Context: an optimization exercise on an open-source flow, tuned for small area, a short achievable clock period and few clock cycles. The choices shown serve that exercise and are no tape-out recipe. Function was checked by simulation only, so behaviour that the tests miss may differ from the original.

[config.mk]
export PLATFORM = sky130hd
export DESIGN_NAME = rtc_fields_to_epoch_seconds_unit
export DESIGN_NICKNAME = rtc_fields_to_epoch_seconds_unit
export VERILOG_FILES = /design/flow/design.v
export SDC_FILE = /design/flow/constraint.sdc
export NUM_CORES = 4
export LEC_CHECK = 0
export CAP_MARGIN = 20
export CORE_MARGIN = 2
export CORE_UTILIZATION = 40
export SETUP_SLACK_MARGIN = 3.5
export SLEW_MARGIN = 20
[constraint.sdc]
create_clock -name core_clock -period 8.0 [get_ports {clk}]
set_input_delay 1.6000 -clock core_clock [delete_from_list [all_inputs] [get_ports {clk}]]
set_output_delay 1.6000 -clock core_clock [all_outputs]
set_load 0.01 [all_outputs]
[design.v]
package rfes_pkg;
  localparam logic [11:0] EPOCH_YEAR    = 12'd1970;
  localparam logic [11:0] BASE_YEAR     = 12'd2000;
  localparam logic [16:0] SECS_PER_DAY  = 17'd86400;
  localparam logic [16:0] SECS_PER_HOUR = 17'd3600;
  localparam logic [16:0] SECS_PER_MIN  = 17'd60;
  localparam logic [16:0] SECS_PER_SEC  = 17'd1;
  localparam logic [1:0] EPOCH_MOD4   = 2'd2;
  localparam logic [6:0] EPOCH_MOD100 = 7'd70;
  localparam logic [8:0] EPOCH_MOD400 = 9'd370;
  localparam logic CFG_BCD_MODE  = 1'b0;
  localparam logic CFG_TWELVE_HR = 1'b1;
  typedef struct packed {
    logic [7:0] raw_seconds;
    logic [7:0] raw_minutes;
    logic [7:0] raw_hours;
    logic [7:0] raw_monthday;
    logic [7:0] raw_month;
    logic [7:0] raw_year;
  } rfes_in_t;
  typedef struct packed {
    logic [31:0] epoch_seconds;
    logic        field_error;
  } rfes_out_t;
  typedef struct packed {
    logic [7:0] sec;
    logic [7:0] min;
    logic [7:0] hr;
    logic [7:0] day;
    logic [3:0] mon_idx;
    logic       mon_ok;
    logic [7:0] yr;
    logic       err;
  } rfes_dec_t;
  typedef enum logic [3:0] {
    ST_IDLE,
    ST_YEARS,
    ST_DAY,
    ST_MUL_DAY,
    ST_MUL_HR,
    ST_MUL_MIN,
    ST_MUL_SEC,
    ST_LAST,
    ST_OUT
  } rfes_state_t;
  typedef enum logic [3:0] {
    OP_NONE,
    OP_LOAD,
    OP_YEAR,
    OP_MONTH,
    OP_DAY,
    OP_MUL_DAY,
    OP_MUL_HR,
    OP_MUL_MIN,
    OP_MUL_SEC,
    OP_LAST
  } rfes_op_t;
  typedef struct packed {
    rfes_op_t op;
  } rfes_ctrl_t;
  typedef struct packed {
    logic year_done;
  } rfes_stat_t;
  function automatic logic [7:0] bcd_decode(input logic [7:0] b, input logic bcd);
    logic [7:0] hi;
    hi = {4'b0000, b[7:4]};
    if (bcd) begin
      bcd_decode = (hi << 3) + (hi << 1) + {4'b0000, b[3:0]};
    end else begin
      bcd_decode = b;
    end
  endfunction
  function automatic logic [8:0] days_before_month(input logic [3:0] idx);
    case (idx)
      4'd0:    days_before_month = 9'd0;
      4'd1:    days_before_month = 9'd31;
      4'd2:    days_before_month = 9'd59;
      4'd3:    days_before_month = 9'd90;
      4'd4:    days_before_month = 9'd120;
      4'd5:    days_before_month = 9'd151;
      4'd6:    days_before_month = 9'd181;
      4'd7:    days_before_month = 9'd212;
      4'd8:    days_before_month = 9'd243;
      4'd9:    days_before_month = 9'd273;
      4'd10:   days_before_month = 9'd304;
      4'd11:   days_before_month = 9'd334;
      default: days_before_month = 9'd0;
    endcase
  endfunction
  function automatic logic [4:0] month_length(input logic [3:0] idx);
    case (idx)
      4'd1:              month_length = 5'd28;
      4'd3, 4'd5, 4'd8,
      4'd10:             month_length = 5'd30;
      default:           month_length = 5'd31;
    endcase
  endfunction
  function automatic logic [15:0] month_offset(input logic [3:0] mon, input logic leap);
    case ({mon, leap})
      5'd2: month_offset = 16'd10957;
      5'd3: month_offset = 16'd10956;
      5'd4: month_offset = 16'd10988;
      5'd5: month_offset = 16'd10987;
      5'd6: month_offset = 16'd11016;
      5'd7: month_offset = 16'd11016;
      5'd8: month_offset = 16'd11047;
      5'd9: month_offset = 16'd11047;
      5'd10: month_offset = 16'd11077;
      5'd11: month_offset = 16'd11077;
      5'd12: month_offset = 16'd11108;
      5'd13: month_offset = 16'd11108;
      5'd14: month_offset = 16'd11138;
      5'd15: month_offset = 16'd11138;
      5'd16: month_offset = 16'd11169;
      5'd17: month_offset = 16'd11169;
      5'd18: month_offset = 16'd11200;
      5'd19: month_offset = 16'd11200;
      5'd20: month_offset = 16'd11230;
      5'd21: month_offset = 16'd11230;
      5'd22: month_offset = 16'd11261;
      5'd23: month_offset = 16'd11261;
      5'd24: month_offset = 16'd11291;
      5'd25: month_offset = 16'd11291;
      default: month_offset = 16'd0;
    endcase
  endfunction
  function automatic logic gt8(input logic [7:0] x, input logic [7:0] c);
    logic g;
    g = 1'b0;
    for (int i = 0; i < 8; i++) begin
      g = c[i] ? (x[i] & g) : (x[i] | g);
    end
    gt8 = g;
  endfunction
  function automatic logic bcd_gt59(input logic [7:0] b);
    bcd_gt59 = gt8({4'd0, b[7:4]}, 8'd5) || ((b[7:4] == 4'd5) && gt8({4'd0, b[3:0]}, 8'd9));
  endfunction
  function automatic logic bcd_gt23(input logic [7:0] b);
    bcd_gt23 = gt8({4'd0, b[7:4]}, 8'd2) || ((b[7:4] == 4'd2) && gt8({4'd0, b[3:0]}, 8'd3)) ||
               ((b[7:4] == 4'd1) && gt8({4'd0, b[3:0]}, 8'd13));
  endfunction
  function automatic logic bcd_gt99(input logic [7:0] b);
    bcd_gt99 = gt8({4'd0, b[7:4]}, 8'd9) || ((b[7:4] == 4'd9) && gt8({4'd0, b[3:0]}, 8'd9));
  endfunction
  function automatic logic bcd_bad_1_12(input logic [6:0] b);
    bcd_bad_1_12 = gt8({5'd0, b[6:4]}, 8'd1) || ((b[6:4] == 3'd1) && gt8({4'd0, b[3:0]}, 8'd2)) ||
                   ((b[6:4] == 3'd0) && ((b[3:0] == 4'd0) || gt8({4'd0, b[3:0]}, 8'd12)));
  endfunction
  function automatic logic day_gt(input logic [7:0] b, input logic bcd, input logic [3:0] ml);
    if (bcd) begin
      day_gt = gt8({4'd0, b[7:4]}, 8'd3) ||
               ((b[7:4] == 4'd3) && (ml[0] || ml[1] || (ml[2] && (b[3:0] != 4'd0)) ||
                                     (ml[3] && gt8({4'd0, b[3:0]}, 8'd1)))) ||
               ((b[7:4] == 4'd2) && ((ml[0] && gt8({4'd0, b[3:0]}, 8'd8)) ||
                                     (ml[1] && gt8({4'd0, b[3:0]}, 8'd9)) ||
                                     (ml[2] && gt8({4'd0, b[3:0]}, 8'd10)) ||
                                     (ml[3] && gt8({4'd0, b[3:0]}, 8'd11))));
    end else begin
      day_gt = gt8(b, 8'd31) || (ml[0] && gt8(b, 8'd28)) || (ml[1] && gt8(b, 8'd29)) ||
               (ml[2] && gt8(b, 8'd30));
    end
  endfunction
  function automatic logic [4:0] hour12(input logic [3:0] h, input logic pm);
    case ({pm, h})
      5'h01: hour12 = 5'd1;
      5'h02: hour12 = 5'd2;
      5'h03: hour12 = 5'd3;
      5'h04: hour12 = 5'd4;
      5'h05: hour12 = 5'd5;
      5'h06: hour12 = 5'd6;
      5'h07: hour12 = 5'd7;
      5'h08: hour12 = 5'd8;
      5'h09: hour12 = 5'd9;
      5'h0a: hour12 = 5'd10;
      5'h0b: hour12 = 5'd11;
      5'h11: hour12 = 5'd13;
      5'h12: hour12 = 5'd14;
      5'h13: hour12 = 5'd15;
      5'h14: hour12 = 5'd16;
      5'h15: hour12 = 5'd17;
      5'h16: hour12 = 5'd18;
      5'h17: hour12 = 5'd19;
      5'h18: hour12 = 5'd20;
      5'h19: hour12 = 5'd21;
      5'h1a: hour12 = 5'd22;
      5'h1b: hour12 = 5'd23;
      5'h1c: hour12 = 5'd12;
      default: hour12 = 5'd0;
    endcase
  endfunction
endpackage
module rtc_fields_to_epoch_seconds_unit (
  input  logic      clk,
  input  logic      rst,
  input  logic      start,
  output logic      busy,
  input  rfes_pkg::rfes_in_t  fields,
  output logic      done,
  output rfes_pkg::rfes_out_t result,
  input  logic      cfg_write,
  input  logic      cfg_index,
  input  logic      cfg_data
);
  logic        bcd_mode;
  logic        twelve_hour_mode;
  always_ff @(posedge clk) begin
    if (rst) begin
      bcd_mode         <= 1'b1;
      twelve_hour_mode <= 1'b0;
    end else if (cfg_write) begin
      case (cfg_index)
        rfes_pkg::CFG_BCD_MODE:  bcd_mode         <= cfg_data;
        rfes_pkg::CFG_TWELVE_HR: twelve_hour_mode <= cfg_data;
        default:       bcd_mode         <= bcd_mode;
      endcase
    end
  end
  assign busy = 1'b0;
  logic [5:0]  sec6;
  logic [5:0]  min6;
  logic [4:0]  hv5;
  logic [4:0]  day5;
  logic [6:0]  yr7;
  logic [3:0]  mon4;
  logic [3:0]  h4;
  logic [4:0]  hr5;
  logic        leap;
  logic [3:0]  ml;
  logic        err_sec, err_min, err_hr, err_day, err_mon, err_yr, err_all;
  logic t0;
  logic t1;
  logic t2;
  logic t3;
  logic t4;
  logic t5;
  logic t6;
  logic t7;
  logic t8;
  logic t9;
  logic t10;
  logic t11;
  logic t12;
  logic t13;
  logic t14;
  logic t15;
  logic t16;
  logic t17;
  logic t18;
  logic t19;
  logic t20;
  logic t21;
  logic t22;
  logic t23;
  logic t24;
  logic t25;
  logic t26;
  logic t27;
  logic t28;
  logic t29;
  logic t30;
  logic t31;
  logic t32;
  logic t33;
  logic t34;
  logic t35;
  logic t36;
  logic t37;
  logic t38;
  logic t39;
  logic t40;
  logic t41;
  logic t42;
  logic t43;
  logic t44;
  logic t45;
  logic t46;
  logic t47;
  logic t48;
  logic t49;
  logic t50;
  logic t51;
  logic t52;
  logic t53;
  logic t54;
  logic t55;
  logic t56;
  logic t57;
  logic t58;
  logic t59;
  logic t60;
  logic t61;
  logic t62;
  logic t63;
  logic t64;
  logic t65;
  logic t66;
  logic t67;
  logic t68;
  logic t69;
  logic t70;
  logic t71;
  logic t72;
  logic t73;
  logic t74;
  logic t75;
  logic t76;
  logic t77;
  logic t78;
  logic t79;
  logic t80;
  logic t81;
  logic t82;
  logic t83;
  logic t84;
  logic t85;
  logic t86;
  logic t87;
  logic t88;
  logic t89;
  logic t90;
  logic t91;
  logic t92;
  logic t93;
  logic t94;
  logic t95;
  logic t96;
  logic t97;
  logic t98;
  logic t99;
  logic t100;
  logic t101;
  logic t102;
  logic t103;
  logic t104;
  logic t105;
  logic t106;
  logic t107;
  logic t108;
  logic t109;
  logic t110;
  logic t111;
  logic t112;
  logic t113;
  logic t114;
  logic t115;
  logic t116;
  logic t117;
  logic t118;
  logic t119;
  logic t120;
  logic t121;
  logic t122;
  logic t123;
  logic t124;
  logic t125;
  logic t126;
  logic t127;
  logic t128;
  logic t129;
  logic t130;
  logic t131;
  logic t132;
  logic t133;
  logic t134;
  logic t135;
  logic t136;
  logic t137;
  logic t138;
  logic t139;
  logic t140;
  logic t141;
  logic t142;
  logic t143;
  logic t144;
  logic t145;
  logic t146;
  logic t147;
  logic t148;
  logic t149;
  logic t150;
  logic t151;
  logic t152;
  logic t153;
  logic t154;
  logic t155;
  logic t156;
  logic t157;
  logic t158;
  logic t159;
  logic t160;
  assign t0 = bcd_mode & fields.raw_seconds[4];
  assign t1 = bcd_mode & fields.raw_seconds[5];
  assign t2 = bcd_mode ? fields.raw_seconds[6] : fields.raw_seconds[4];
  assign t3 = ~bcd_mode & fields.raw_seconds[5];
  assign t4 = ~bcd_mode & fields.raw_seconds[6];
  assign t5 = fields.raw_seconds[3] ^ fields.raw_seconds[4];
  assign t6 = fields.raw_seconds[3] & fields.raw_seconds[4];
  assign t7 = fields.raw_seconds[5] ^ t3;
  assign t8 = fields.raw_seconds[5] & t3;
  assign t9 = fields.raw_seconds[6] ^ t4;
  assign t10 = fields.raw_seconds[6] & t4;
  assign t11 = fields.raw_seconds[1] ^ t0;
  assign t12 = fields.raw_seconds[2] ^ t1;
  assign t13 = t2 ^ t5;
  assign t14 = t7 ^ t6;
  assign t15 = t9 ^ t8;
  assign t16 = fields.raw_seconds[1] & t0;
  assign t17 = fields.raw_seconds[2] & t1;
  assign t18 = t2 & t5;
  assign t19 = t7 & t6;
  assign t20 = t9 & t8;
  assign t21 = t17 | (t12 & t16);
  assign t22 = t12 & t11;
  assign t23 = t19 | (t14 & t18);
  assign t24 = t14 & t13;
  assign t25 = t18 | (t13 & t21);
  assign t26 = t13 & t22;
  assign t27 = t23 | (t24 & t21);
  assign t28 = t24 & t22;
  assign t29 = t20 | (t15 & t27);
  assign t30 = t12 ^ t16;
  assign t31 = t13 ^ t21;
  assign t32 = t14 ^ t25;
  assign t33 = t15 ^ t27;
  assign t34 = bcd_mode & fields.raw_minutes[4];
  assign t35 = bcd_mode & fields.raw_minutes[5];
  assign t36 = bcd_mode ? fields.raw_minutes[6] : fields.raw_minutes[4];
  assign t37 = ~bcd_mode & fields.raw_minutes[5];
  assign t38 = ~bcd_mode & fields.raw_minutes[6];
  assign t39 = fields.raw_minutes[3] ^ fields.raw_minutes[4];
  assign t40 = fields.raw_minutes[3] & fields.raw_minutes[4];
  assign t41 = fields.raw_minutes[5] ^ t37;
  assign t42 = fields.raw_minutes[5] & t37;
  assign t43 = fields.raw_minutes[6] ^ t38;
  assign t44 = fields.raw_minutes[6] & t38;
  assign t45 = fields.raw_minutes[1] ^ t34;
  assign t46 = fields.raw_minutes[2] ^ t35;
  assign t47 = t36 ^ t39;
  assign t48 = t41 ^ t40;
  assign t49 = t43 ^ t42;
  assign t50 = fields.raw_minutes[1] & t34;
  assign t51 = fields.raw_minutes[2] & t35;
  assign t52 = t36 & t39;
  assign t53 = t41 & t40;
  assign t54 = t43 & t42;
  assign t55 = t51 | (t46 & t50);
  assign t56 = t46 & t45;
  assign t57 = t53 | (t48 & t52);
  assign t58 = t48 & t47;
  assign t59 = t52 | (t47 & t55);
  assign t60 = t47 & t56;
  assign t61 = t57 | (t58 & t55);
  assign t62 = t58 & t56;
  assign t63 = t54 | (t49 & t61);
  assign t64 = t46 ^ t50;
  assign t65 = t47 ^ t55;
  assign t66 = t48 ^ t59;
  assign t67 = t49 ^ t61;
  assign t68 = bcd_mode & fields.raw_hours[4];
  assign t69 = bcd_mode & fields.raw_hours[5];
  assign t70 = ~bcd_mode & fields.raw_hours[4];
  assign t71 = ~bcd_mode & fields.raw_hours[5];
  assign t72 = fields.raw_hours[3] ^ fields.raw_hours[4];
  assign t73 = fields.raw_hours[3] & fields.raw_hours[4];
  assign t74 = fields.raw_hours[5] ^ t71;
  assign t75 = fields.raw_hours[5] & t71;
  assign t76 = fields.raw_hours[1] ^ t68;
  assign t77 = fields.raw_hours[2] ^ t69;
  assign t78 = t70 ^ t72;
  assign t79 = t74 ^ t73;
  assign t80 = fields.raw_hours[1] & t68;
  assign t81 = fields.raw_hours[2] & t69;
  assign t82 = t70 & t72;
  assign t83 = t74 & t73;
  assign t84 = t81 | (t77 & t80);
  assign t85 = t77 & t76;
  assign t86 = t83 | (t79 & t82);
  assign t87 = t82 | (t78 & t84);
  assign t88 = t78 & t85;
  assign t89 = t86 | (t79 & t84);
  assign t90 = t77 ^ t80;
  assign t91 = t78 ^ t84;
  assign t92 = t79 ^ t87;
  assign t93 = bcd_mode & fields.raw_monthday[4];
  assign t94 = bcd_mode & fields.raw_monthday[5];
  assign t95 = ~bcd_mode & fields.raw_monthday[4];
  assign t96 = ~bcd_mode & fields.raw_monthday[5];
  assign t97 = fields.raw_monthday[3] ^ fields.raw_monthday[4];
  assign t98 = fields.raw_monthday[3] & fields.raw_monthday[4];
  assign t99 = fields.raw_monthday[5] ^ t96;
  assign t100 = fields.raw_monthday[5] & t96;
  assign t101 = fields.raw_monthday[1] ^ t93;
  assign t102 = fields.raw_monthday[2] ^ t94;
  assign t103 = t95 ^ t97;
  assign t104 = t99 ^ t98;
  assign t105 = fields.raw_monthday[1] & t93;
  assign t106 = fields.raw_monthday[2] & t94;
  assign t107 = t95 & t97;
  assign t108 = t99 & t98;
  assign t109 = t106 | (t102 & t105);
  assign t110 = t102 & t101;
  assign t111 = t108 | (t104 & t107);
  assign t112 = t107 | (t103 & t109);
  assign t113 = t103 & t110;
  assign t114 = t111 | (t104 & t109);
  assign t115 = t102 ^ t105;
  assign t116 = t103 ^ t109;
  assign t117 = t104 ^ t112;
  assign t118 = bcd_mode & fields.raw_year[4];
  assign t119 = bcd_mode & fields.raw_year[5];
  assign t120 = bcd_mode ? fields.raw_year[6] : fields.raw_year[4];
  assign t121 = bcd_mode ? fields.raw_year[7] : fields.raw_year[5];
  assign t122 = ~bcd_mode & fields.raw_year[6];
  assign t123 = ~bcd_mode & fields.raw_year[7];
  assign t124 = fields.raw_year[3] ^ fields.raw_year[4];
  assign t125 = fields.raw_year[3] & fields.raw_year[4];
  assign t126 = fields.raw_year[5] ^ t121;
  assign t127 = fields.raw_year[5] & t121;
  assign t128 = fields.raw_year[6] ^ t122;
  assign t129 = fields.raw_year[6] & t122;
  assign t130 = fields.raw_year[7] ^ t123;
  assign t131 = fields.raw_year[7] & t123;
  assign t132 = fields.raw_year[1] ^ t118;
  assign t133 = fields.raw_year[2] ^ t119;
  assign t134 = t120 ^ t124;
  assign t135 = t126 ^ t125;
  assign t136 = t128 ^ t127;
  assign t137 = t130 ^ t129;
  assign t138 = fields.raw_year[1] & t118;
  assign t139 = fields.raw_year[2] & t119;
  assign t140 = t120 & t124;
  assign t141 = t126 & t125;
  assign t142 = t128 & t127;
  assign t143 = t130 & t129;
  assign t144 = t139 | (t133 & t138);
  assign t145 = t133 & t132;
  assign t146 = t141 | (t135 & t140);
  assign t147 = t135 & t134;
  assign t148 = t143 | (t137 & t142);
  assign t149 = t140 | (t134 & t144);
  assign t150 = t134 & t145;
  assign t151 = t146 | (t147 & t144);
  assign t152 = t147 & t145;
  assign t153 = t142 | (t136 & t151);
  assign t154 = t136 & t152;
  assign t155 = t148 | (t137 & t151);
  assign t156 = t133 ^ t138;
  assign t157 = t134 ^ t144;
  assign t158 = t135 ^ t149;
  assign t159 = t136 ^ t151;
  assign t160 = t137 ^ t153;
  assign sec6 = {t33, t32, t31, t30, t11, fields.raw_seconds[0]};
  assign min6 = {t67, t66, t65, t64, t45, fields.raw_minutes[0]};
  assign hv5 = {t92, t91, t90, t76, fields.raw_hours[0]};
  assign day5 = {t117, t116, t115, t101, fields.raw_monthday[0]};
  assign yr7 = {t160, t159, t158, t157, t156, t132, fields.raw_year[0]};
  always_comb begin
    err_sec = bcd_mode ? rfes_pkg::bcd_gt59(fields.raw_seconds) : rfes_pkg::gt8(fields.raw_seconds, 8'd59);
    err_min = bcd_mode ? rfes_pkg::bcd_gt59(fields.raw_minutes) : rfes_pkg::gt8(fields.raw_minutes, 8'd59);
    if (twelve_hour_mode) begin
      err_hr = bcd_mode ? rfes_pkg::bcd_bad_1_12(fields.raw_hours[6:0]) :
                          ((fields.raw_hours[6:0] == 7'd0) ||
                           rfes_pkg::gt8({1'b0, fields.raw_hours[6:0]}, 8'd12));
    end else begin
      err_hr = bcd_mode ? rfes_pkg::bcd_gt23(fields.raw_hours) : rfes_pkg::gt8(fields.raw_hours, 8'd23);
    end
    err_mon = bcd_mode ? (rfes_pkg::bcd_bad_1_12(fields.raw_month[6:0]) || fields.raw_month[7]) :
                         ((fields.raw_month == 8'd0) || rfes_pkg::gt8(fields.raw_month, 8'd12));
    err_yr  = bcd_mode ? rfes_pkg::bcd_gt99(fields.raw_year) : rfes_pkg::gt8(fields.raw_year, 8'd99);
  end
  always_comb begin
    if (bcd_mode && fields.raw_month[4]) begin
      mon4 = {1'b1, fields.raw_month[1], ~fields.raw_month[1], fields.raw_month[0]};
    end else begin
      mon4 = fields.raw_month[3:0];
    end
    if (bcd_mode && fields.raw_hours[4]) begin
      h4 = {1'b1, fields.raw_hours[1], ~fields.raw_hours[1], fields.raw_hours[0]};
    end else begin
      h4 = fields.raw_hours[3:0];
    end
    hr5 = twelve_hour_mode ? rfes_pkg::hour12(h4, fields.raw_hours[7]) : hv5;
    if (bcd_mode) begin
      leap = !fields.raw_year[0] && (fields.raw_year[1] == fields.raw_year[4]);
    end else begin
      leap = (fields.raw_year[1:0] == 2'b00);
    end
    ml[0] = (mon4 == 4'd2) && !leap;
    ml[1] = (mon4 == 4'd2) && leap;
    ml[2] = (mon4 == 4'd4) || (mon4 == 4'd6) || (mon4 == 4'd9) || (mon4 == 4'd11);
    ml[3] = !(ml[0] || ml[1] || ml[2]);
    err_day = (fields.raw_monthday == 8'd0) || rfes_pkg::day_gt(fields.raw_monthday, bcd_mode, ml);
    err_all = err_sec || err_min || err_hr || err_day || err_mon || err_yr;
  end
  logic        v_q;
  logic        err_q;
  logic [4:0]  q_q;
  logic [1:0]  r_q;
  logic [3:0]  mon_q;
  logic [4:0]  day_q;
  logic [4:0]  hr_q;
  logic [5:0]  min_q;
  logic [5:0]  sec_q;
  always_ff @(posedge clk) begin
    if (rst) begin
      v_q <= 1'b0;
    end else begin
      v_q <= start;
    end
  end
  always_ff @(posedge clk) begin
    err_q <= err_all;
    q_q   <= yr7[6:2];
    r_q   <= yr7[1:0];
    mon_q <= mon4;
    day_q <= day5;
    hr_q  <= hr5;
    min_q <= min6;
    sec_q <= sec6;
  end
  logic [31:0] tab;
  logic [31:0] epoch;
  logic        leap_q;
  assign leap_q = (r_q == 2'd0);
  always_comb begin
    case (mon_q)
      4'd1: tab = leap_q ? 32'd676164100 : 32'd676250500;
      4'd2: tab = leap_q ? 32'd678842500 : 32'd678928900;
      4'd3: tab = 32'd681348100;
      4'd4: tab = 32'd684026500;
      4'd5: tab = 32'd686618500;
      4'd6: tab = 32'd689296900;
      4'd7: tab = 32'd691888900;
      4'd8: tab = 32'd694567300;
      4'd9: tab = 32'd697245700;
      4'd10: tab = 32'd699837700;
      4'd11: tab = 32'd702516100;
      4'd12: tab = 32'd705108100;
      default: tab = 32'd0;
    endcase
  end
  logic t161;
  logic t162;
  logic t163;
  logic t164;
  logic t165;
  logic t166;
  logic t167;
  logic t168;
  logic t169;
  logic t170;
  logic t171;
  logic t172;
  logic t173;
  logic t174;
  logic t175;
  logic t176;
  logic t177;
  logic t178;
  logic t179;
  logic t180;
  logic t181;
  logic t182;
  logic t183;
  logic t184;
  logic t185;
  logic t186;
  logic t187;
  logic t188;
  logic t189;
  logic t190;
  logic t191;
  logic t192;
  logic t193;
  logic t194;
  logic t195;
  logic t196;
  logic t197;
  logic t198;
  logic t199;
  logic t200;
  logic t201;
  logic t202;
  logic t203;
  logic t204;
  logic t205;
  logic t206;
  logic t207;
  logic t208;
  logic t209;
  logic t210;
  logic t211;
  logic t212;
  logic t213;
  logic t214;
  logic t215;
  logic t216;
  logic t217;
  logic t218;
  logic t219;
  logic t220;
  logic t221;
  logic t222;
  logic t223;
  logic t224;
  logic t225;
  logic t226;
  logic t227;
  logic t228;
  logic t229;
  logic t230;
  logic t231;
  logic t232;
  logic t233;
  logic t234;
  logic t235;
  logic t236;
  logic t237;
  logic t238;
  logic t239;
  logic t240;
  logic t241;
  logic t242;
  logic t243;
  logic t244;
  logic t245;
  logic t246;
  logic t247;
  logic t248;
  logic t249;
  logic t250;
  logic t251;
  logic t252;
  logic t253;
  logic t254;
  logic t255;
  logic t256;
  logic t257;
  logic t258;
  logic t259;
  logic t260;
  logic t261;
  logic t262;
  logic t263;
  logic t264;
  logic t265;
  logic t266;
  logic t267;
  logic t268;
  logic t269;
  logic t270;
  logic t271;
  logic t272;
  logic t273;
  logic t274;
  logic t275;
  logic t276;
  logic t277;
  logic t278;
  logic t279;
  logic t280;
  logic t281;
  logic t282;
  logic t283;
  logic t284;
  logic t285;
  logic t286;
  logic t287;
  logic t288;
  logic t289;
  logic t290;
  logic t291;
  logic t292;
  logic t293;
  logic t294;
  logic t295;
  logic t296;
  logic t297;
  logic t298;
  logic t299;
  logic t300;
  logic t301;
  logic t302;
  logic t303;
  logic t304;
  logic t305;
  logic t306;
  logic t307;
  logic t308;
  logic t309;
  logic t310;
  logic t311;
  logic t312;
  logic t313;
  logic t314;
  logic t315;
  logic t316;
  logic t317;
  logic t318;
  logic t319;
  logic t320;
  logic t321;
  logic t322;
  logic t323;
  logic t324;
  logic t325;
  logic t326;
  logic t327;
  logic t328;
  logic t329;
  logic t330;
  logic t331;
  logic t332;
  logic t333;
  logic t334;
  logic t335;
  logic t336;
  logic t337;
  logic t338;
  logic t339;
  logic t340;
  logic t341;
  logic t342;
  logic t343;
  logic t344;
  logic t345;
  logic t346;
  logic t347;
  logic t348;
  logic t349;
  logic t350;
  logic t351;
  logic t352;
  logic t353;
  logic t354;
  logic t355;
  logic t356;
  logic t357;
  logic t358;
  logic t359;
  logic t360;
  logic t361;
  logic t362;
  logic t363;
  logic t364;
  logic t365;
  logic t366;
  logic t367;
  logic t368;
  logic t369;
  logic t370;
  logic t371;
  logic t372;
  logic t373;
  logic t374;
  logic t375;
  logic t376;
  logic t377;
  logic t378;
  logic t379;
  logic t380;
  logic t381;
  logic t382;
  logic t383;
  logic t384;
  logic t385;
  logic t386;
  logic t387;
  logic t388;
  logic t389;
  logic t390;
  logic t391;
  logic t392;
  logic t393;
  logic t394;
  logic t395;
  logic t396;
  logic t397;
  logic t398;
  logic t399;
  logic t400;
  logic t401;
  logic t402;
  logic t403;
  logic t404;
  logic t405;
  logic t406;
  logic t407;
  logic t408;
  logic t409;
  logic t410;
  logic t411;
  logic t412;
  logic t413;
  logic t414;
  logic t415;
  logic t416;
  logic t417;
  logic t418;
  logic t419;
  logic t420;
  logic t421;
  logic t422;
  logic t423;
  logic t424;
  logic t425;
  logic t426;
  logic t427;
  logic t428;
  logic t429;
  logic t430;
  logic t431;
  logic t432;
  logic t433;
  logic t434;
  logic t435;
  logic t436;
  logic t437;
  logic t438;
  logic t439;
  logic t440;
  logic t441;
  logic t442;
  logic t443;
  logic t444;
  logic t445;
  logic t446;
  logic t447;
  logic t448;
  logic t449;
  logic t450;
  logic t451;
  logic t452;
  logic t453;
  logic t454;
  logic t455;
  logic t456;
  logic t457;
  logic t458;
  logic t459;
  logic t460;
  logic t461;
  logic t462;
  logic t463;
  logic t464;
  logic t465;
  logic t466;
  logic t467;
  logic t468;
  logic t469;
  logic t470;
  logic t471;
  logic t472;
  logic t473;
  logic t474;
  logic t475;
  logic t476;
  logic t477;
  logic t478;
  logic t479;
  logic t480;
  logic t481;
  logic t482;
  logic t483;
  logic t484;
  logic t485;
  logic t486;
  logic t487;
  logic t488;
  logic t489;
  logic t490;
  logic t491;
  logic t492;
  logic t493;
  logic t494;
  logic t495;
  logic t496;
  logic t497;
  logic t498;
  logic t499;
  logic t500;
  logic t501;
  logic t502;
  logic t503;
  logic t504;
  logic t505;
  logic t506;
  logic t507;
  logic t508;
  logic t509;
  logic t510;
  logic t511;
  logic t512;
  logic t513;
  logic t514;
  logic t515;
  logic t516;
  logic t517;
  logic t518;
  logic t519;
  logic t520;
  logic t521;
  logic t522;
  logic t523;
  logic t524;
  logic t525;
  logic t526;
  logic t527;
  logic t528;
  logic t529;
  logic t530;
  logic t531;
  logic t532;
  logic t533;
  logic t534;
  logic t535;
  logic t536;
  logic t537;
  logic t538;
  logic t539;
  logic t540;
  logic t541;
  logic t542;
  logic t543;
  logic t544;
  logic t545;
  logic t546;
  logic t547;
  assign t161 = ~q_q[0] ^ day_q[0];
  assign t162 = ~q_q[0] & day_q[0];
  assign t163 = ~q_q[1] ^ day_q[1] ^ day_q[0];
  assign t164 = (~q_q[1] & day_q[1]) | (day_q[0] & (~q_q[1] ^ day_q[1]));
  assign t165 = ~q_q[2] ^ day_q[2];
  assign t166 = ~q_q[2] & day_q[2];
  assign t167 = ~q_q[3] ^ day_q[3] ^ day_q[2];
  assign t168 = (~q_q[3] & day_q[3]) | (day_q[2] & (~q_q[3] ^ day_q[3]));
  assign t169 = ~q_q[4] ^ day_q[4] ^ day_q[3];
  assign t170 = (~q_q[4] & day_q[4]) | (day_q[3] & (~q_q[4] ^ day_q[4]));
  assign t171 = day_q[4] ^ day_q[0];
  assign t172 = day_q[4] & day_q[0];
  assign t173 = q_q[0] ^ day_q[1];
  assign t174 = q_q[0] & day_q[1];
  assign t175 = q_q[1] ^ day_q[2];
  assign t176 = q_q[1] & day_q[2];
  assign t177 = q_q[2] ^ day_q[3];
  assign t178 = q_q[2] & day_q[3];
  assign t179 = q_q[3] ^ day_q[4] ^ day_q[2];
  assign t180 = (q_q[3] & day_q[4]) | (day_q[2] & (q_q[3] ^ day_q[4]));
  assign t181 = q_q[4] ^ ~q_q[0];
  assign t182 = q_q[4] & ~q_q[0];
  assign t183 = hr_q[3] ^ ~min_q[5] ^ min_q[1];
  assign t184 = (hr_q[3] & ~min_q[5]) | (min_q[1] & (hr_q[3] ^ ~min_q[5]));
  assign t185 = hr_q[4] ^ min_q[2] ^ ~r_q[1];
  assign t186 = (hr_q[4] & min_q[2]) | (~r_q[1] & (hr_q[4] ^ min_q[2]));
  assign t187 = tab[8] ^ t162;
  assign t188 = tab[8] & t162;
  assign t189 = day_q[1] ^ ~hr_q[0] ^ min_q[3];
  assign t190 = (day_q[1] & ~hr_q[0]) | (min_q[3] & (day_q[1] ^ ~hr_q[0]));
  assign t191 = tab[9] ^ t165 ^ t164;
  assign t192 = (tab[9] & t165) | (t164 & (tab[9] ^ t165));
  assign t193 = ~hr_q[1] ^ min_q[4] ^ r_q[0];
  assign t194 = (~hr_q[1] & min_q[4]) | (r_q[0] & (~hr_q[1] ^ min_q[4]));
  assign t195 = tab[10] ^ t166 ^ t167;
  assign t196 = (tab[10] & t166) | (t167 & (tab[10] ^ t166));
  assign t197 = ~hr_q[2] ^ min_q[5] ^ r_q[1];
  assign t198 = (~hr_q[2] & min_q[5]) | (r_q[1] & (~hr_q[2] ^ min_q[5]));
  assign t199 = tab[11] ^ t169 ^ t168;
  assign t200 = (tab[11] & t169) | (t168 & (tab[11] ^ t169));
  assign t201 = ~hr_q[3] ^ hr_q[0] ^ ~r_q[0];
  assign t202 = (~hr_q[3] & hr_q[0]) | (~r_q[0] & (~hr_q[3] ^ hr_q[0]));
  assign t203 = tab[12] ^ t171 ^ t170;
  assign t204 = (tab[12] & t171) | (t170 & (tab[12] ^ t171));
  assign t205 = ~hr_q[4] ^ hr_q[1] ^ ~r_q[1];
  assign t206 = (~hr_q[4] & hr_q[1]) | (~r_q[1] & (~hr_q[4] ^ hr_q[1]));
  assign t207 = tab[13] ^ t173 ^ t172;
  assign t208 = (tab[13] & t173) | (t172 & (tab[13] ^ t173));
  assign t209 = day_q[0] ^ hr_q[2] ^ r_q[0];
  assign t210 = (day_q[0] & hr_q[2]) | (r_q[0] & (day_q[0] ^ hr_q[2]));
  assign t211 = tab[14] ^ t175 ^ t174;
  assign t212 = (tab[14] & t175) | (t174 & (tab[14] ^ t175));
  assign t213 = day_q[1] ^ hr_q[3] ^ r_q[1];
  assign t214 = (day_q[1] & hr_q[3]) | (r_q[1] & (day_q[1] ^ hr_q[3]));
  assign t215 = tab[15] ^ t177 ^ t176;
  assign t216 = (tab[15] & t177) | (t176 & (tab[15] ^ t177));
  assign t217 = day_q[0] ^ hr_q[4] ^ r_q[0];
  assign t218 = (day_q[0] & hr_q[4]) | (r_q[0] & (day_q[0] ^ hr_q[4]));
  assign t219 = tab[16] ^ t178 ^ t179;
  assign t220 = (tab[16] & t178) | (t179 & (tab[16] ^ t178));
  assign t221 = day_q[3] ^ day_q[1] ^ r_q[1];
  assign t222 = (day_q[3] & day_q[1]) | (r_q[1] & (day_q[3] ^ day_q[1]));
  assign t223 = tab[17] ^ t181 ^ t180;
  assign t224 = (tab[17] & t181) | (t180 & (tab[17] ^ t181));
  assign t225 = ~q_q[1] ^ day_q[4] ^ day_q[2];
  assign t226 = (~q_q[1] & day_q[4]) | (day_q[2] & (~q_q[1] ^ day_q[4]));
  assign t227 = 1'b1 ^ t182;
  assign t228 = 1'b1 & t182;
  assign t229 = ~q_q[2] ^ q_q[0] ^ day_q[3];
  assign t230 = (~q_q[2] & q_q[0]) | (day_q[3] & (~q_q[2] ^ q_q[0]));
  assign t231 = ~q_q[3] ^ q_q[1];
  assign t232 = ~q_q[3] & q_q[1];
  assign t233 = ~q_q[4] ^ q_q[2];
  assign t234 = ~q_q[4] & q_q[2];
  assign t235 = ~r_q[0] ^ tab[7];
  assign t236 = ~r_q[0] & tab[7];
  assign t237 = t163 ^ t185 ^ t184;
  assign t238 = (t163 & t185) | (t184 & (t163 ^ t185));
  assign t239 = t189 ^ t186 ^ t188;
  assign t240 = (t189 & t186) | (t188 & (t189 ^ t186));
  assign t241 = t193 ^ t190 ^ t195;
  assign t242 = (t193 & t190) | (t195 & (t193 ^ t190));
  assign t243 = t197 ^ t194 ^ t199;
  assign t244 = (t197 & t194) | (t199 & (t197 ^ t194));
  assign t245 = t201 ^ t198 ^ t203;
  assign t246 = (t201 & t198) | (t203 & (t201 ^ t198));
  assign t247 = t205 ^ t202 ^ t207;
  assign t248 = (t205 & t202) | (t207 & (t205 ^ t202));
  assign t249 = t209 ^ t206 ^ t211;
  assign t250 = (t209 & t206) | (t211 & (t209 ^ t206));
  assign t251 = t213 ^ t210 ^ t215;
  assign t252 = (t213 & t210) | (t215 & (t213 ^ t210));
  assign t253 = t217 ^ t214 ^ t216;
  assign t254 = (t217 & t214) | (t216 & (t217 ^ t214));
  assign t255 = t221 ^ t218 ^ t223;
  assign t256 = (t221 & t218) | (t223 & (t221 ^ t218));
  assign t257 = t225 ^ t222 ^ t227;
  assign t258 = (t225 & t222) | (t227 & (t225 ^ t222));
  assign t259 = tab[19] ^ t229 ^ t226;
  assign t260 = (tab[19] & t229) | (t226 & (tab[19] ^ t229));
  assign t261 = day_q[4] ^ tab[20] ^ t231;
  assign t262 = (day_q[4] & tab[20]) | (t231 & (day_q[4] ^ tab[20]));
  assign t263 = ~r_q[0] ^ tab[21] ^ t233;
  assign t264 = (~r_q[0] & tab[21]) | (t233 & (~r_q[0] ^ tab[21]));
  assign t265 = q_q[3] ^ ~r_q[1] ^ tab[22];
  assign t266 = (q_q[3] & ~r_q[1]) | (tab[22] & (q_q[3] ^ ~r_q[1]));
  assign t267 = q_q[4] ^ ~q_q[0];
  assign t268 = q_q[4] & ~q_q[0];
  assign t269 = ~min_q[0] ^ sec_q[2];
  assign t270 = ~min_q[0] & sec_q[2];
  assign t271 = ~min_q[1] ^ sec_q[3];
  assign t272 = ~min_q[1] & sec_q[3];
  assign t273 = hr_q[0] ^ ~min_q[2] ^ sec_q[4];
  assign t274 = (hr_q[0] & ~min_q[2]) | (sec_q[4] & (hr_q[0] ^ ~min_q[2]));
  assign t275 = hr_q[1] ^ ~min_q[3] ^ sec_q[5];
  assign t276 = (hr_q[1] & ~min_q[3]) | (sec_q[5] & (hr_q[1] ^ ~min_q[3]));
  assign t277 = hr_q[2] ^ ~min_q[4] ^ min_q[0];
  assign t278 = (hr_q[2] & ~min_q[4]) | (min_q[0] & (hr_q[2] ^ ~min_q[4]));
  assign t279 = t161 ^ t235 ^ t183;
  assign t280 = (t161 & t235) | (t183 & (t161 ^ t235));
  assign t281 = t236 ^ t187 ^ t237;
  assign t282 = (t236 & t187) | (t237 & (t236 ^ t187));
  assign t283 = t191 ^ t238 ^ t239;
  assign t284 = (t191 & t238) | (t239 & (t191 ^ t238));
  assign t285 = t192 ^ t240 ^ t241;
  assign t286 = (t192 & t240) | (t241 & (t192 ^ t240));
  assign t287 = t196 ^ t243 ^ t242;
  assign t288 = (t196 & t243) | (t242 & (t196 ^ t243));
  assign t289 = t200 ^ t245 ^ t244;
  assign t290 = (t200 & t245) | (t244 & (t200 ^ t245));
  assign t291 = t204 ^ t247 ^ t246;
  assign t292 = (t204 & t247) | (t246 & (t204 ^ t247));
  assign t293 = t208 ^ t249 ^ t248;
  assign t294 = (t208 & t249) | (t248 & (t208 ^ t249));
  assign t295 = t212 ^ t251 ^ t250;
  assign t296 = (t212 & t251) | (t250 & (t212 ^ t251));
  assign t297 = t219 ^ t253 ^ t252;
  assign t298 = (t219 & t253) | (t252 & (t219 ^ t253));
  assign t299 = t220 ^ t254 ^ t255;
  assign t300 = (t220 & t254) | (t255 & (t220 ^ t254));
  assign t301 = t224 ^ t257 ^ t256;
  assign t302 = (t224 & t257) | (t256 & (t224 ^ t257));
  assign t303 = t228 ^ t259 ^ t258;
  assign t304 = (t228 & t259) | (t258 & (t228 ^ t259));
  assign t305 = t230 ^ t261 ^ t260;
  assign t306 = (t230 & t261) | (t260 & (t230 ^ t261));
  assign t307 = t232 ^ t263 ^ t262;
  assign t308 = (t232 & t263) | (t262 & (t232 ^ t263));
  assign t309 = t234 ^ t265 ^ t264;
  assign t310 = (t234 & t265) | (t264 & (t234 ^ t265));
  assign t311 = tab[23] ^ t267 ^ t266;
  assign t312 = (tab[23] & t267) | (t266 & (tab[23] ^ t267));
  assign t313 = ~q_q[1] ^ tab[24] ^ t268;
  assign t314 = (~q_q[1] & tab[24]) | (t268 & (~q_q[1] ^ tab[24]));
  assign t315 = ~q_q[2] ^ r_q[0] ^ tab[25];
  assign t316 = (~q_q[2] & r_q[0]) | (tab[25] & (~q_q[2] ^ r_q[0]));
  assign t317 = ~q_q[3] ^ r_q[1];
  assign t318 = ~q_q[3] & r_q[1];
  assign t319 = ~q_q[4] ^ q_q[0] ^ 1'b1;
  assign t320 = (~q_q[4] & q_q[0]) | (1'b1 & (~q_q[4] ^ q_q[0]));
  assign t321 = 1'b1 ^ t269;
  assign t322 = t271 ^ t270;
  assign t323 = t273 ^ t272;
  assign t324 = t275 ^ t274;
  assign t325 = t277 ^ t276;
  assign t326 = t279 ^ t278;
  assign t327 = t281 ^ t280;
  assign t328 = t283 ^ t282;
  assign t329 = t285 ^ t284;
  assign t330 = t287 ^ t286;
  assign t331 = t289 ^ t288;
  assign t332 = t291 ^ t290;
  assign t333 = t293 ^ t292;
  assign t334 = t295 ^ t294;
  assign t335 = t297 ^ t296;
  assign t336 = t299 ^ t298;
  assign t337 = t301 ^ t300;
  assign t338 = t303 ^ t302;
  assign t339 = t305 ^ t304;
  assign t340 = t307 ^ t306;
  assign t341 = t309 ^ t308;
  assign t342 = t311 ^ t310;
  assign t343 = t313 ^ t312;
  assign t344 = t315 ^ t314;
  assign t345 = t317 ^ t316;
  assign t346 = t319 ^ t318;
  assign t347 = q_q[1] ^ t320;
  assign t348 = q_q[2] ^ 1'b1;
  assign t349 = q_q[3] ^ 1'b0;
  assign t350 = q_q[4] ^ 1'b0;
  assign t351 = 1'b1 & t269;
  assign t352 = t271 & t270;
  assign t353 = t273 & t272;
  assign t354 = t275 & t274;
  assign t355 = t277 & t276;
  assign t356 = t279 & t278;
  assign t357 = t281 & t280;
  assign t358 = t283 & t282;
  assign t359 = t285 & t284;
  assign t360 = t287 & t286;
  assign t361 = t289 & t288;
  assign t362 = t291 & t290;
  assign t363 = t293 & t292;
  assign t364 = t295 & t294;
  assign t365 = t297 & t296;
  assign t366 = t299 & t298;
  assign t367 = t301 & t300;
  assign t368 = t303 & t302;
  assign t369 = t305 & t304;
  assign t370 = t307 & t306;
  assign t371 = t309 & t308;
  assign t372 = t311 & t310;
  assign t373 = t313 & t312;
  assign t374 = t315 & t314;
  assign t375 = t317 & t316;
  assign t376 = t319 & t318;
  assign t377 = q_q[1] & t320;
  assign t378 = q_q[2] & 1'b1;
  assign t379 = q_q[3] & 1'b0;
  assign t380 = q_q[4] & 1'b0;
  assign t381 = t352 | (t322 & t351);
  assign t382 = t322 & t321;
  assign t383 = t354 | (t324 & t353);
  assign t384 = t324 & t323;
  assign t385 = t356 | (t326 & t355);
  assign t386 = t326 & t325;
  assign t387 = t358 | (t328 & t357);
  assign t388 = t328 & t327;
  assign t389 = t360 | (t330 & t359);
  assign t390 = t330 & t329;
  assign t391 = t362 | (t332 & t361);
  assign t392 = t332 & t331;
  assign t393 = t364 | (t334 & t363);
  assign t394 = t334 & t333;
  assign t395 = t366 | (t336 & t365);
  assign t396 = t336 & t335;
  assign t397 = t368 | (t338 & t367);
  assign t398 = t338 & t337;
  assign t399 = t370 | (t340 & t369);
  assign t400 = t340 & t339;
  assign t401 = t372 | (t342 & t371);
  assign t402 = t342 & t341;
  assign t403 = t374 | (t344 & t373);
  assign t404 = t344 & t343;
  assign t405 = t376 | (t346 & t375);
  assign t406 = t346 & t345;
  assign t407 = t378 | (t348 & t377);
  assign t408 = t348 & t347;
  assign t409 = t380 | (t350 & t379);
  assign t410 = t353 | (t323 & t381);
  assign t411 = t323 & t382;
  assign t412 = t383 | (t384 & t381);
  assign t413 = t384 & t382;
  assign t414 = t357 | (t327 & t385);
  assign t415 = t327 & t386;
  assign t416 = t387 | (t388 & t385);
  assign t417 = t388 & t386;
  assign t418 = t361 | (t331 & t389);
  assign t419 = t331 & t390;
  assign t420 = t391 | (t392 & t389);
  assign t421 = t392 & t390;
  assign t422 = t365 | (t335 & t393);
  assign t423 = t335 & t394;
  assign t424 = t395 | (t396 & t393);
  assign t425 = t396 & t394;
  assign t426 = t369 | (t339 & t397);
  assign t427 = t339 & t398;
  assign t428 = t399 | (t400 & t397);
  assign t429 = t400 & t398;
  assign t430 = t373 | (t343 & t401);
  assign t431 = t343 & t402;
  assign t432 = t403 | (t404 & t401);
  assign t433 = t404 & t402;
  assign t434 = t377 | (t347 & t405);
  assign t435 = t347 & t406;
  assign t436 = t407 | (t408 & t405);
  assign t437 = t408 & t406;
  assign t438 = t355 | (t325 & t412);
  assign t439 = t325 & t413;
  assign t440 = t385 | (t386 & t412);
  assign t441 = t386 & t413;
  assign t442 = t414 | (t415 & t412);
  assign t443 = t415 & t413;
  assign t444 = t416 | (t417 & t412);
  assign t445 = t417 & t413;
  assign t446 = t363 | (t333 & t420);
  assign t447 = t333 & t421;
  assign t448 = t393 | (t394 & t420);
  assign t449 = t394 & t421;
  assign t450 = t422 | (t423 & t420);
  assign t451 = t423 & t421;
  assign t452 = t424 | (t425 & t420);
  assign t453 = t425 & t421;
  assign t454 = t371 | (t341 & t428);
  assign t455 = t341 & t429;
  assign t456 = t401 | (t402 & t428);
  assign t457 = t402 & t429;
  assign t458 = t430 | (t431 & t428);
  assign t459 = t431 & t429;
  assign t460 = t432 | (t433 & t428);
  assign t461 = t433 & t429;
  assign t462 = t379 | (t349 & t436);
  assign t463 = t349 & t437;
  assign t464 = t409 | (t350 & t436);
  assign t465 = t359 | (t329 & t444);
  assign t466 = t329 & t445;
  assign t467 = t389 | (t390 & t444);
  assign t468 = t390 & t445;
  assign t469 = t418 | (t419 & t444);
  assign t470 = t419 & t445;
  assign t471 = t420 | (t421 & t444);
  assign t472 = t421 & t445;
  assign t473 = t446 | (t447 & t444);
  assign t474 = t447 & t445;
  assign t475 = t448 | (t449 & t444);
  assign t476 = t449 & t445;
  assign t477 = t450 | (t451 & t444);
  assign t478 = t451 & t445;
  assign t479 = t452 | (t453 & t444);
  assign t480 = t453 & t445;
  assign t481 = t375 | (t345 & t460);
  assign t482 = t345 & t461;
  assign t483 = t405 | (t406 & t460);
  assign t484 = t406 & t461;
  assign t485 = t434 | (t435 & t460);
  assign t486 = t435 & t461;
  assign t487 = t436 | (t437 & t460);
  assign t488 = t437 & t461;
  assign t489 = t462 | (t463 & t460);
  assign t490 = t463 & t461;
  assign t491 = t464 | (t350 & t460);
  assign t492 = t367 | (t337 & t479);
  assign t493 = t337 & t480;
  assign t494 = t397 | (t398 & t479);
  assign t495 = t398 & t480;
  assign t496 = t426 | (t427 & t479);
  assign t497 = t427 & t480;
  assign t498 = t428 | (t429 & t479);
  assign t499 = t429 & t480;
  assign t500 = t454 | (t455 & t479);
  assign t501 = t455 & t480;
  assign t502 = t456 | (t457 & t479);
  assign t503 = t457 & t480;
  assign t504 = t458 | (t459 & t479);
  assign t505 = t459 & t480;
  assign t506 = t460 | (t461 & t479);
  assign t507 = t461 & t480;
  assign t508 = t481 | (t482 & t479);
  assign t509 = t482 & t480;
  assign t510 = t483 | (t484 & t479);
  assign t511 = t484 & t480;
  assign t512 = t485 | (t486 & t479);
  assign t513 = t486 & t480;
  assign t514 = t487 | (t488 & t479);
  assign t515 = t488 & t480;
  assign t516 = t489 | (t490 & t479);
  assign t517 = t490 & t480;
  assign t518 = t491 | (t350 & t479);
  assign t519 = t322 ^ t351;
  assign t520 = t323 ^ t381;
  assign t521 = t324 ^ t410;
  assign t522 = t325 ^ t412;
  assign t523 = t326 ^ t438;
  assign t524 = t327 ^ t440;
  assign t525 = t328 ^ t442;
  assign t526 = t329 ^ t444;
  assign t527 = t330 ^ t465;
  assign t528 = t331 ^ t467;
  assign t529 = t332 ^ t469;
  assign t530 = t333 ^ t471;
  assign t531 = t334 ^ t473;
  assign t532 = t335 ^ t475;
  assign t533 = t336 ^ t477;
  assign t534 = t337 ^ t479;
  assign t535 = t338 ^ t492;
  assign t536 = t339 ^ t494;
  assign t537 = t340 ^ t496;
  assign t538 = t341 ^ t498;
  assign t539 = t342 ^ t500;
  assign t540 = t343 ^ t502;
  assign t541 = t344 ^ t504;
  assign t542 = t345 ^ t506;
  assign t543 = t346 ^ t508;
  assign t544 = t347 ^ t510;
  assign t545 = t348 ^ t512;
  assign t546 = t349 ^ t514;
  assign t547 = t350 ^ t516;
  assign epoch = {t547, t546, t545, t544, t543, t542, t541, t540, t539, t538, t537, t536, t535, t534, t533, t532, t531, t530, t529, t528, t527, t526, t525, t524, t523, t522, t521, t520, t519, t321, sec_q[1], sec_q[0]};
  logic        v2_q;
  logic [32:0] res_q;
  always_ff @(posedge clk) begin
    if (rst) begin
      v2_q <= 1'b0;
    end else begin
      v2_q <= v_q;
    end
  end
  always_ff @(posedge clk) begin
    res_q <= {epoch, err_q};
  end
  assign done   = v2_q;
  assign result = res_q;
endmodule
[run.sh]
#!/bin/bash
# synth_recipe.tcl (not shown) runs the flow's synth.tcl, then flattens the netlist and writes it again
# the make line also repeats each setting of config.mk as NAME=value (left out here)
make -C /OpenROAD-flow-scripts/flow DESIGN_CONFIG=/design/flow/config.mk WORK_HOME=/design/flow/orfs CLKGATE_MAP_FILE= SYNTH_SCRIPT=/design/flow/synth_recipe.tcl finish
==> notes.md, run 1 <==
Rel. slew slack 0.4870; CTS tree built; CP arrival 4.82 ns; Pins Over Slew Limit 0; Critical Path Most Common Cell fa_1; # hold bufs at CTS 0; Setup violations, final 0; n_diodes 0; clk sinks 71; FP Rows 45; vias in the first global route 5,101; Worst Hold Class reg2reg; worst path bufs/invs 3; Initial Utilization 0.4069; post-route ant nets 0; synth unique cells 56; CTS Buffer Depth 2; Slew @ Worst Pin just under 0.8 ns; WL met2 around 6900 µm; worst-skew pair later-pin latency 0.34 ns; Worst path slowest cell fa_1; CP Cell Sequence clkinvlp_4 -> a21oi_2 -> o22ai_2 -> a21oi_4 -> fa_1 -> inv_2 -> fa_1 -> fa_1 -> inv_2 -> ha_4 -> and2_4 -> a221o_1 -> a221o_1 -> a221oi_4 -> a21oi_4 -> o41ai_2 -> xnor2_1; dominant synthesized flop cell dfxtp_1; fin nets 975; # fillers 1,372; total grt overflow 0; area delta synth->final 32.89%; Setup WS post-layout 3.449 ns; synthesized area between 6000 and 7000 µm²; # IOs 89; most common cell after layout, fill and taps aside inv_1; Setup WS pre-CTS 2.896 ns; outcome finished clean; max-cap violation count 0; CTS H-tree lvls 3; Yosys warnings 1; clock-pin slew on the worst setup and hold paths 0.05 ns; drt pass-1 iters 5; Syn Area/Cell around 9.4 µm²; Synth top area share 0.2566; Post-synth EDFFs 0; Starting DRT DRC Count between 150 and 200; most frequent cells in the layout inv_1, clkdlybuf4s50_1, fa_1, dfxtp_1, ha_1; RSZ-0062 raised after global routing yes; WL met3 about 720 µm; cell family with most CP delay compound AO/OA/AOI/OAI gates; CP required roughly 8.3 ns; Max Fanout on Critical Path 6; largest net degree at the start of global routing 24; DR vias/cell 5.027; WL/cell 15.22 µm; fin crit share 0.5689; Die Ht 128.1 µm; Clock Root Buffer clkbuf_16; die area 16,420 µm²; ys async rst share 0; antenna violations before repair 0; WS Path Type reg2reg; # port buffers 87; # DRC 0; top post-synthesis cells by area fa_1, dfxtp_1, ha_1; Final Hold Vio Count 0; highest metal used met4; Period minus WS final approximately 4.6 ns; final WL 14,840 µm; via count slightly below 5k; CP peak stage delay 0.53 ns; Met1 Wirelength 6609 µm; die width about 130 µm; share of layout cells above drive strength 1 0.1499; Setup TNS 0 ns; Clock Skew 0.007539 ns; cell count after synthesis approximately 660; first-pass GRT wire length 24,270 µm; area leader, netlist fa_1; Synth Register Bits between 70 and 80; register area share after synthesis 0.2306; gr usage total 0.1901; CP startpoint kind flop; cts bufs inserted 9; Syn Nets 850; routability cong. 0.8918; Crit. End Element flop; CORE AREA 15,150 µm²; Fmax ~220 MHz; DP Wirelength between 10,000 and 15,000 µm
==> state kept, by name, indices dropped and copies added, names as in the netlist <==
name / count
bcd_mode: 1
day_q: 5
err_q: 1
hr_q: 5
min_q: 6
mon_q: 4
q_q: 5
r_q: 2
res_q: 33
sec_q: 6
twelve_hour_mode: 1
v2_q: 1
v_q: 1
==> routing by layer <==
metal | up-vias | global-route usage
met3 | 38 | 0.03715
li1 | 2395 | -
met4 | 0 | 0.1054
met2 | 156 | 0.3120
met1 | 2312 | 0.2355
met5 | - | 0
==> worst register-to-register path: stages (launching register included) <==
cell,delay [ns]
dfxtp_4,0.39
clkinvlp_4,0.15
a21oi_2,0.19
o22ai_2,0.11
a21oi_4,0.13
fa_1,0.45
inv_2,0.07
fa_1,0.42
fa_1,0.53
inv_2,0.05
ha_4,0.21
and2_4,0.14
a221o_1,0.30
a221o_1,0.41
a221oi_4,0.36
a21oi_4,0.14
o41ai_2,0.26
xnor2_1,0.16
==> through the flow <==
step	hold WS, ns	utilization	cell area (µm²)	cells
after global routing	0.3311	0.5408	8190	975
final	0.3252	0.5408	8190	975
after CTS	0.3297	0.5263	7971	963
after floorplan	0.3096	-	6181	658
after detailed placement	0.3171	0.4781	7241	923
after global placement	0.3123	0.4781	7241	923
==> Yosys cell counts, types with 4 or more instances <==
library cell,number
nor2_1,39
o211ai_1,6
a211oi_1,5
o22ai_1,4
nand2b_1,6
dfxtp_1,71
nand4_1,5
or2_2,4
inv_1,139
a21o_1,6
a21oi_1,38
xnor2_1,21
and2_1,6
mux2i_1,5
fa_1,79
nor3_1,13
a31oi_1,4
o21ai_0,20
nand3_1,6
ha_1,59
a22o_1,5
nor2b_1,14
xor2_1,10
o21a_1,5
clkbuf_1,9
nand2_1,31
a221o_1,4
==> kinds of logic (layout without fill, tap and decap cells) <==
family,count (synthesis),in the layout,share of synthesized area
buf+inv,150,279,0.09196
fa+ha+maj,138,138,0.3764
simple gates,138,138,0.1094
compound gates,121,121,0.1334
flops,71,71,0.2306
xor+xnor,31,31,0.04405
mux,8,8,0.01360
other cells,1,1,0.0006084
==> final timing paths <==
| kind | to | slack (ns) | cells past startpoint | startpoint |
|---|---|---|---|---|
| worst max register to register | res_q[32] | 3.45 | 17 | mon_q[2] |
| worst min-delay path | res_q[1] | 0.33 | 0 | sec_q[0] |
| worst max-delay path | res_q[32] | 3.45 | 17 | mon_q[2] |
| worst min register to register | res_q[1] | 0.33 | 0 | sec_q[0] |
==> what timing repair did <==
item / 4_1_cts / 5_1_grt
gates resized for setup: 46 / 32
endpoints found under the setup margin: 16 / 15
pin swaps: 14 / 20
buffers inserted: 25 / 12
==> area by class of cell <==
class                           instances  area, µm²  area share
Timing Repair Buffer                  124       1164      0.1421
Tap cell                              188      235.2     0.02872
Clock inverter                          6      133.9     0.01635
Multi-Input combinational cell        437       4438      0.5419
Sequential cell                        71       1448      0.1767
Inverter                              140      546.8     0.06676
Clock buffer                            9      225.2     0.02750
Testbench counts, summed over its fixed seeds: cycles 2,112.
==> run 2: changes to the inputs <==
==> flow/run.sh (new file) <==
#!/bin/bash
# Standard layout, with the port buffers made of the smallest buffer cell.
set -euo pipefail
bash standard.sh BUFFER_PORTS_ARGS="-buffer_cell sky130_fd_sc_hd__buf_1" finish > standard_flow.log 2>&1
==> standard.sh (new file) <==
#!/bin/bash
# synth_recipe.tcl (not shown) runs the flow's synth.tcl, then flattens the netlist and writes it again
# the make line also repeats each setting of config.mk as NAME=value (left out here)
make -C /OpenROAD-flow-scripts/flow DESIGN_CONFIG=/design/flow/config.mk WORK_HOME=/design/flow/orfs CLKGATE_MAP_FILE= SYNTH_SCRIPT=/design/flow/synth_recipe.tcl "${@:-finish}"
removed: run.sh
==> run 2 against run 1 <==
- core utilization decreased by 4.7 points
- highest routed layer unchanged
- flip-flop and latch count stayed put
- critical endpoint is now res_q[29]
- via count decreased by 1.5%
- first-iteration DRC count rose by 41%
- synthesized cell count did not move
- worst setup slack better by 0.084 ns
- clock-buffer cell count grew 1
- largest cell class unchanged
- clock skew increased by 0.0018 ns
==> notes.md, run 2 <==
via count 4,828 (-1.5%); routability cong. 0.8668 (-2.8%); CP startpoint kind flop; Die Ht 128.1 µm (unchanged); RSZ-0062 raised after global routing yes; Clock Root Buffer clkbuf_16; Synth Register Bits 71 (unchanged); # IOs 89 (unchanged); CTS tree built; WL/cell 15.07 µm (-0.97%); vias in the first global route 4,904 (-3.9%); synthesized area 6163 µm² (unchanged); worst r2r path cells 19 (+2); largest net degree at the start of global routing 24 (unchanged); FP Rows 45 (unchanged); Syn Area/Cell 9.367 µm² (unchanged); crit path to res_q[29]; WS Path Type reg2reg; DR vias/cell 4.993 (-0.67%); die area 16,420 µm² (unchanged); CP startpoint mon_q[3]; Hold WS 0.3240 ns (-0.001239 ns); top flop regs res_q: 33 flops, min_q: 6 flops, sec_q: 6 flops; R2R Setup Slk 3.53 ns (+0.08 ns); Reg area 1449 µm² (about the same); # port buffers 87 (unchanged); clock-pin slew on the worst setup and hold paths 0.06 ns (about the same); Worst Hold Class reg2reg; total grt overflow 0 (unchanged); Max Fanout on Critical Path 12 (+6); Final Hold Vio Count 0 (unchanged); antenna violations before repair 0 (unchanged); fin crit share 0.5583 (-0.01054); area leader, netlist fa_1; top post-synthesis cells by area fa_1, dfxtp_1, ha_1; Rel. slew slack 0.4646 (-0.02239); CP arrival 4.69 ns (-0.13 ns); share of layout cells above drive strength 1 0.1412 (-0.008730); Post-synth EDFFs 0 (unchanged); Pins Over Slew Limit 0 (unchanged); cts bufs inserted 9 (unchanged); Crit. End Element flop; cell count after synthesis 658 (unchanged); cell with the most instances after synthesis inv_1; CTS Buffer Depth 2 (unchanged); CORE AREA 15,150 µm² (unchanged); area post-placement 6696 µm² (-7.5%); Yosys warnings 1 (unchanged); Setup TNS 0 ns (unchanged); Critical R2R Launch mon_q[3]; CP required 8.22 ns (-0.05 ns); drt pass-1 iters 4 (-1); Fmax 223.9 MHz (+1.9%); ys async rst share 0 (unchanged); clk sinks 71 (unchanged); die width 128.1 µm (unchanged); most frequent cells in the layout inv_1, buf_1, fa_1, dfxtp_1, ha_1; first-pass GRT wire length 23,940 µm (-1.4%); n_diodes 0 (unchanged); area delta synth->final 21.42%; worst-skew pair later-pin latency 0.35 ns (about the same); DP Wirelength 11,760 µm (-0.66%); Crit Reg-Reg Endpoint res_q[29]; Period minus WS final 4.467 ns (-0.08432 ns); Slew @ Worst Pin 0.8020 ns (+0.03354 ns); synth cell count leaders inv_1, fa_1, dfxtp_1; Top reg by flops res_q; multi-input logic area 4399 µm² (-0.87%); Starting DRT DRC Count 215 (+41%); Synth top area share 0.2566 (unchanged); # DRC 0 (unchanged); most common cell after layout, fill and taps aside inv_1; final WL 14,580 µm (-1.8%); Setup violations, final 0 (unchanged); dominant synthesized flop cell dfxtp_1; max-cap violation count 0 (unchanged); max reg flops 33 (unchanged); post-route ant nets 0 (unchanged); synth unique cells 56 (unchanged); Syn Nets 850 (unchanged); fin nets 966 (-0.92%); Clock Skew 0.009315 ns (+0.001776 ns); final instance area 7483 µm² (-8.6%); # fillers 1,416 (+3.2%); gr usage total 0.1878 (-0.002345); register area share after synthesis 0.2306 (unchanged); CTS H-tree lvls 3 (unchanged); Initial Utilization 0.4069 (unchanged); outcome finished clean
run 2: cell counts after synthesis:
Identical to the previous run, type by type.
run 2: cell type report:
class / instances / share of cell area
Timing Repair Buffer: 115 / 0.07490
Clock buffer: 10 / 0.03060
Clock inverter: 6 / 0.008193
Inverter: 140 / 0.07340
Tap cell: 188 / 0.03143
Sequential cell: 71 / 0.1936
Multi-Input combinational cell: 437 / 0.5879
run 2: kinds of logic after synthesis:
kind of cell    share of synthesized area
buf+inv                           0.09196
flops                              0.2306
mux                               0.01360
xor+xnor                          0.04405
other cells                     0.0006084
simple gates                       0.1094
compound gates                     0.1334
fa+ha+maj                          0.3764
run 2: metrics by stage:
step	utilization	setup slack, ns	cells
2_1_floorplan	-	3.474	658
3_3_place_gp	0.4421	2.901	923
3_5_place_dp	0.4421	2.891	923
4_1_cts	0.4849	3.481	962
5_1_grt	0.4941	3.336	967
6_report	0.4941	3.533	967
run 2: critical path, stage by stage, from the launching register on:
cell      delay, ns
dfxtp_4        0.41
buf_4          0.20
nor2_2         0.15
o21ai_0        0.09
nand2_1        0.08
a21oi_1        0.06
fa_1           0.54
inv_1          0.05
fa_1           0.39
fa_1           0.40
inv_2          0.09
ha_4           0.21
and2_4         0.16
a221o_1        0.31
a221o_1        0.40
a221oi_4       0.33
buf_4          0.18
a21boi_2       0.06
o21ai_1        0.14
a211oi_1       0.09
run 2: layer usage:
layer	vias to the layer above	routed length, µm	GRT usage	share of wire
met1	2308	6715	0.2443	0.46
met4	0	445	0.07240	0.031
met2	121	6801	0.3051	0.47
met5	-	0	0	0
met3	23	612	0.04257	0.042
li1	2376	-	-	-
run 2: worst min path at each step:
stage                  start  slack [ns]       end  depth (start not counted)
detailed placement  sec_q[0]        0.31  res_q[1]                          0
global placement    sec_q[0]        0.31  res_q[1]                          0
CTS                 sec_q[0]        0.32  res_q[1]                          0
finish              sec_q[0]        0.32  res_q[1]                          0
global route        sec_q[0]        0.33  res_q[1]                          0
floorplan              err_q        0.31  res_q[0]                          0
run 2: timing repair:
action	in CTS	in global routing
gates resized for setup	50	28
pin swaps	15	9
setup buffers	23	5
setup endpoints to repair	17	14
endpoints found under the hold margin	0	0
hold buffers	0	0

-- static timing again, ports no longer ideal --
Ports are ideal in the flow. The routed layouts listed here were re-timed in OpenROAD.
Step 1, drivers: a clkbuf_16 drives clk and a buf_2 each remaining input, both assumed.
Step 2 also shifts input and output timing later by t, the mid clock arrival at the registers, as if the neighbouring blocks saw the same clock.
a / b / c = ideal / step 1 / step 2; a / b = the first two.
run | t, ns | setup WS [ns] | worst setup path after step 2 | worst register clock-pin slew, ns
run 1 | 0.378 | 3.449 / 3.449 / 3.449 | register to register | 0.06 / 0.06
run 2 | 0.383 | 3.533 / 3.533 / 3.533 | register to register | 0.06 / 0.06
After both steps every run listed still meets setup and hold.
